Context: an optimization exercise on an open-source flow, tuned for small area and few clock cycles per item. The choices shown serve that exercise and are no tape-out recipe.
In this exercise RTL edits were held to simulation tests only and were not proved equivalent to the original.

==> module swept_tone_voice, before the edit <==
module swept_tone_voice #(
    parameter int SINE_TABLE_BITS = stv_pkg::SINE_TABLE_BITS_DEF,
    parameter int COUNT_BITS      = stv_pkg::COUNT_BITS_DEF
) (
    input  logic        i_clk,
    input  logic        i_rst_n,
    input  logic        s_axis_tvalid,
    output logic        s_axis_tready,
    input  logic [23:0] s_axis_tdata,    
    input  logic [0:0]  s_axis_tuser,    
    output logic        m_axis_tvalid,
    input  logic        m_axis_tready,
    output logic [39:0] m_axis_tdata,    
    output logic [0:0]  m_axis_tuser,    
    input  logic        i_cfg_we,
    input  logic [2:0]  i_cfg_index,
    input  logic [31:0] i_cfg_data
);
    stv_pkg::t_cfg r_cfg;
    always_ff @(posedge i_clk) begin
        if (!i_rst_n) begin
            r_cfg.wave_type       <= WAVE_SINE;
            r_cfg.start_increment <= '0;
            r_cfg.sweep_factor    <= SWEEP_RESET;
            r_cfg.attack_samples  <= '0;
            r_cfg.attack_step     <= '0;
            r_cfg.decay_start     <= '0;
            r_cfg.decay_factor    <= DECAY_RESET;
            r_cfg.note_length     <= LENGTH_RESET;
        end else if (i_cfg_we) begin
            case (i_cfg_index)
                REG_WAVE_TYPE:       r_cfg.wave_type       <= i_cfg_data[1:0];
                REG_START_INCREMENT: r_cfg.start_increment <= i_cfg_data[30:0];
                REG_SWEEP_FACTOR:    r_cfg.sweep_factor    <= i_cfg_data;
                REG_ATTACK_SAMPLES:  r_cfg.attack_samples  <= i_cfg_data[19:0];
                REG_ATTACK_STEP:     r_cfg.attack_step     <= i_cfg_data[23:0];
                REG_DECAY_START:     r_cfg.decay_start     <= i_cfg_data[23:0];
                REG_DECAY_FACTOR:    r_cfg.decay_factor    <= i_cfg_data[23:0];
                REG_NOTE_LENGTH:     r_cfg.note_length     <= i_cfg_data[19:0];
                default: ;
            endcase
        end
    end
    logic r_v1, r_v2;
    logic w_ready2, w_ready1, w_accept;
    assign w_ready2      = !r_v2 || m_axis_tready;
    assign w_ready1      = !r_v1 || w_ready2;
    assign s_axis_tready = w_ready1;
    assign w_accept      = s_axis_tvalid && w_ready1;
    logic [31:0] r_phase, r_inc;
    logic [19:0] r_idx;
    logic [23:0] r_env;
    logic        r_note_on;
    logic        w_start, e_on, w_active, w_in_att;
    logic [31:0] e_inc, w_phase_new, w_inc_next;
    logic [19:0] e_idx, w_idx_next;
    logic [23:0] e_env, w_env_used, w_env_next, w_dec_next;
    logic [24:0] w_att_sum;
    logic [33:0] w_inc_prod;
    assign w_start = (s_axis_tuser[0] == OP_START);
    always_comb begin
        e_inc    = w_start ? {1'b0, r_cfg.start_increment} : r_inc;
        e_idx    = w_start ? 20'd0 : r_idx;
        e_env    = w_start ? 24'd0 : r_env;
        e_on     = w_start || r_note_on;
        w_active = e_on && (e_idx < r_cfg.note_length);
        w_in_att = (e_idx < r_cfg.attack_samples);
        w_phase_new = w_start ? {1'b0, r_cfg.start_increment} : (r_phase + r_inc);
        w_att_sum  = {1'b0, e_env} + {1'b0, r_cfg.attack_step};
        if (w_in_att) begin
            w_env_used = e_env;
            w_env_next = w_att_sum[24] ? ENV_MAX : w_att_sum[23:0];
        end else begin
            w_env_used = (e_idx == r_cfg.attack_samples) ? r_cfg.decay_start : e_env;
            w_env_next = w_dec_next;
        end
        w_inc_next = (|w_inc_prod[33:32]) ? 32'hFFFF_FFFF : w_inc_prod[31:0];
        w_idx_next = e_idx + 1'b1;
    end
    stv_mul_inc u_mul_inc (.a(e_inc), .b(r_cfg.sweep_factor), .q(w_inc_prod));
    stv_mul_dec u_mul_dec (.a(w_env_used), .b(r_cfg.decay_factor), .q(w_dec_next));
    logic w_load;
    assign w_load = w_accept && (w_active || w_start);
    always_ff @(posedge i_clk) begin
        if (w_load) begin
            r_phase <= w_active ? w_phase_new : 32'd0;
            r_inc   <= w_active ? w_inc_next : {1'b0, r_cfg.start_increment};
            r_idx   <= w_active ? w_idx_next : 20'd0;
            r_env   <= w_active ? w_env_next : 24'd0;
        end
    end
    always_ff @(posedge i_clk) begin
        if (!i_rst_n) begin
            r_note_on <= 1'b0;
        end else if (w_accept) begin
            r_note_on <= w_active && (w_idx_next != r_cfg.note_length);
        end
    end
    logic [10:0] w_addr;
    logic [15:0] w_sine;
    logic [16:0] w_ramp, w_mag;
    logic [16:0] w_tri;
    logic        w_neg;
    assign w_addr = w_phase_new[30] ? (11'd1024 - {1'b0, w_phase_new[29:20]})
                                    : {1'b0, w_phase_new[29:20]};
    stv_sine_rom u_rom (.a(w_addr), .q(w_sine));
    assign w_tri  = w_phase_new[31] ? {1'b0, w_phase_new[30:15]}
                                    : ({1'b0, ~w_phase_new[30:15]} + {16'd0, (w_phase_new[14:0] == 15'd0)});
    always_comb begin
        w_ramp = (r_cfg.wave_type == WAVE_SAW) ? w_phase_new[31:15] : w_tri;
        case (r_cfg.wave_type)
            WAVE_SINE: begin
                w_mag = {1'b0, w_sine};
                w_neg = w_phase_new[31];
            end
            WAVE_SQUARE: begin
                w_mag = WAVE_PEAK;
                w_neg = w_phase_new[31];
            end
            default: begin
                w_neg = (w_ramp[16:15] == 2'b00);
                w_mag = w_neg ? ({2'b00, ~w_ramp[14:0]} + 17'd1)
                              : {w_ramp[16:15] - 2'd1, w_ramp[14:0]};
            end
        endcase
    end
    logic        r_act1, r_neg1;
    logic [16:0] r_mag1;
    logic [23:0] r_env1;
    logic [17:0] r_mix1;
    always_ff @(posedge i_clk) begin
        if (!i_rst_n) begin
            r_v1 <= 1'b0;
        end else if (w_ready1) begin
            r_v1 <= s_axis_tvalid;
        end
    end
    always_ff @(posedge i_clk) begin
        if (w_ready1) begin
            r_act1 <= w_active;
            r_neg1 <= w_active && w_neg;
            r_mag1 <= w_active ? w_mag : 17'd0;
            r_env1 <= w_env_used;
            r_mix1 <= s_axis_tdata[17:0];
        end
    end
    logic [17:0] w_mix_out;
    logic [15:0] w_pcm;
    stv_s1 u_s1 (
        .i_mag (r_mag1),
        .i_env (r_env1),
        .i_neg (r_neg1),
        .i_mix (r_mix1),
        .o_mix (w_mix_out),
        .o_pcm (w_pcm)
    );
    logic        r_act2;
    logic [17:0] r_mix2;
    logic [15:0] r_pcm2;
    always_ff @(posedge i_clk) begin
        if (!i_rst_n) begin
            r_v2 <= 1'b0;
        end else if (w_ready2) begin
            r_v2 <= r_v1;
        end
    end
    always_ff @(posedge i_clk) begin
        if (w_ready2) begin
            r_mix2 <= w_mix_out;
            r_pcm2 <= w_pcm;
            r_act2 <= r_act1;
        end
    end
    assign m_axis_tvalid = r_v2;
    assign m_axis_tdata  = {6'd0, r_pcm2, r_mix2};
    assign m_axis_tuser  = r_act2;
endmodule
Settings: LEC_CHECK=0, CAP_MARGIN=20, CORE_MARGIN=2, CORE_UTILIZATION=40, SLEW_MARGIN=20, SYNTH_HIERARCHICAL=1, SYNTH_MEMORY_MAX_BITS=32768, SYNTH_MINIMUM_KEEP_SIZE=0; clock period 13.0 ns.
run.sh (not shown) runs the stock make flow with config.mk's settings and CLKGATE_MAP_FILE= SYNTH_SCRIPT=/design/flow/synth_recipe.tcl, a recipe that flattens the netlist after the stock synthesis.
Testbench counts at the start, summed over its fixed seeds: cycles 19,442, items 18,162.
Rerun with:
--- a/flow/design.v
+++ b/flow/design.v
@@ -7232,17 +7232,18 @@
     logic [31:0] r_phase, r_inc;
     logic [19:0] r_idx;
     logic [23:0] r_env;
     logic        r_note_on;
     logic        w_start, e_on, w_active, w_in_att;
-    logic [31:0] e_inc, w_phase_new, w_inc_next;
+    logic [31:0] e_phase, e_inc, w_phase_new, w_inc_next;
     logic [19:0] e_idx, w_idx_next;
     logic [23:0] e_env, w_env_used, w_env_next, w_dec_next;
     logic [24:0] w_att_sum;
     logic [33:0] w_inc_prod;
     assign w_start = (s_axis_tuser[0] == OP_START);
     always_comb begin
+        e_phase  = w_start ? 32'd0 : r_phase;
         e_inc    = w_start ? {1'b0, r_cfg.start_increment} : r_inc;
         e_idx    = w_start ? 20'd0 : r_idx;
         e_env    = w_start ? 24'd0 : r_env;
         e_on     = w_start || r_note_on;
         w_active = e_on && (e_idx < r_cfg.note_length);
@@ -7259,25 +7260,31 @@
         w_inc_next = (|w_inc_prod[33:32]) ? 32'hFFFF_FFFF : w_inc_prod[31:0];
         w_idx_next = e_idx + 1'b1;
     end
     stv_mul_inc u_mul_inc (.a(e_inc), .b(r_cfg.sweep_factor), .q(w_inc_prod));
     stv_mul_dec u_mul_dec (.a(w_env_used), .b(r_cfg.decay_factor), .q(w_dec_next));
-    logic w_load;
-    assign w_load = w_accept && (w_active || w_start);
-    always_ff @(posedge i_clk) begin
-        if (w_load) begin
-            r_phase <= w_active ? w_phase_new : 32'd0;
-            r_inc   <= w_active ? w_inc_next : {1'b0, r_cfg.start_increment};
-            r_idx   <= w_active ? w_idx_next : 20'd0;
-            r_env   <= w_active ? w_env_next : 24'd0;
-        end
-    end
     always_ff @(posedge i_clk) begin
         if (!i_rst_n) begin
+            r_phase   <= '0;
+            r_inc     <= '0;
+            r_idx     <= '0;
+            r_env     <= '0;
             r_note_on <= 1'b0;
         end else if (w_accept) begin
-            r_note_on <= w_active && (w_idx_next != r_cfg.note_length);
+            if (w_active) begin
+                r_phase   <= w_phase_new;
+                r_inc     <= w_inc_next;
+                r_idx     <= w_idx_next;
+                r_env     <= w_env_next;
+                r_note_on <= (w_idx_next != r_cfg.note_length);
+            end else begin
+                r_phase   <= e_phase;
+                r_inc     <= e_inc;
+                r_idx     <= e_idx;
+                r_env     <= e_env;
+                r_note_on <= 1'b0;
+            end
         end
     end
     logic [10:0] w_addr;
     logic [15:0] w_sine;
     logic [16:0] w_ramp, w_mag;
@@ -7318,11 +7325,11 @@
         end
     end
     always_ff @(posedge i_clk) begin
         if (w_ready1) begin
             r_act1 <= w_active;
-            r_neg1 <= w_active && w_neg;
+            r_neg1 <= w_neg;
             r_mag1 <= w_active ? w_mag : 17'd0;
             r_env1 <= w_env_used;
             r_mix1 <= s_axis_tdata[17:0];
         end
     end
Outcome: The changed run produced a clean layout. Area after synthesis goes down by 0.42%. Core utilization hardly moves. Cell count goes up by 0.55%. Critical path depth drops by 4. Routed wire length went down by 0.95%. Setup slack gains 0.048 ns.
Testbench counts after the change, summed over its fixed seeds: cycles 19,442, items 18,162.

-- separate check: timing with driven ports --
The results above use ideal ports. As a check the final layouts listed here were re-extracted and re-timed, cells and wires unchanged.
Step 1 sets driving cells, clkbuf_16 on the clock port and buf_2 on the other inputs (assumed; they add their load-dependent delay and slew).
Step 2 adds t to the input delays and takes it off the output delays; t is the mean of the earliest and latest rising clock arrival at the registers after step 1. Input paths then give back, and output paths get back, about the clock's delay inside the block.
a / b / c = no drivers / after step 1 / after step 2; a / b = the first two.
run	shift t [ns]	slack for setup (ns)	worst register clock-pin slew, ns	worst slew at a driven data input, ns
the first run	0.714	0.558 / 0.558 / -0.049	0.07 / 0.07	0.22
the second run	0.732	0.606 / 0.606 / -0.074	0.08 / 0.08	0.17
Met with ideal ports but missed after step 2: setup timing in the first run and the second run. The setup slack of the second run, which loses most, moves by 0.000 ns with the drivers and by -0.680 ns with both steps.
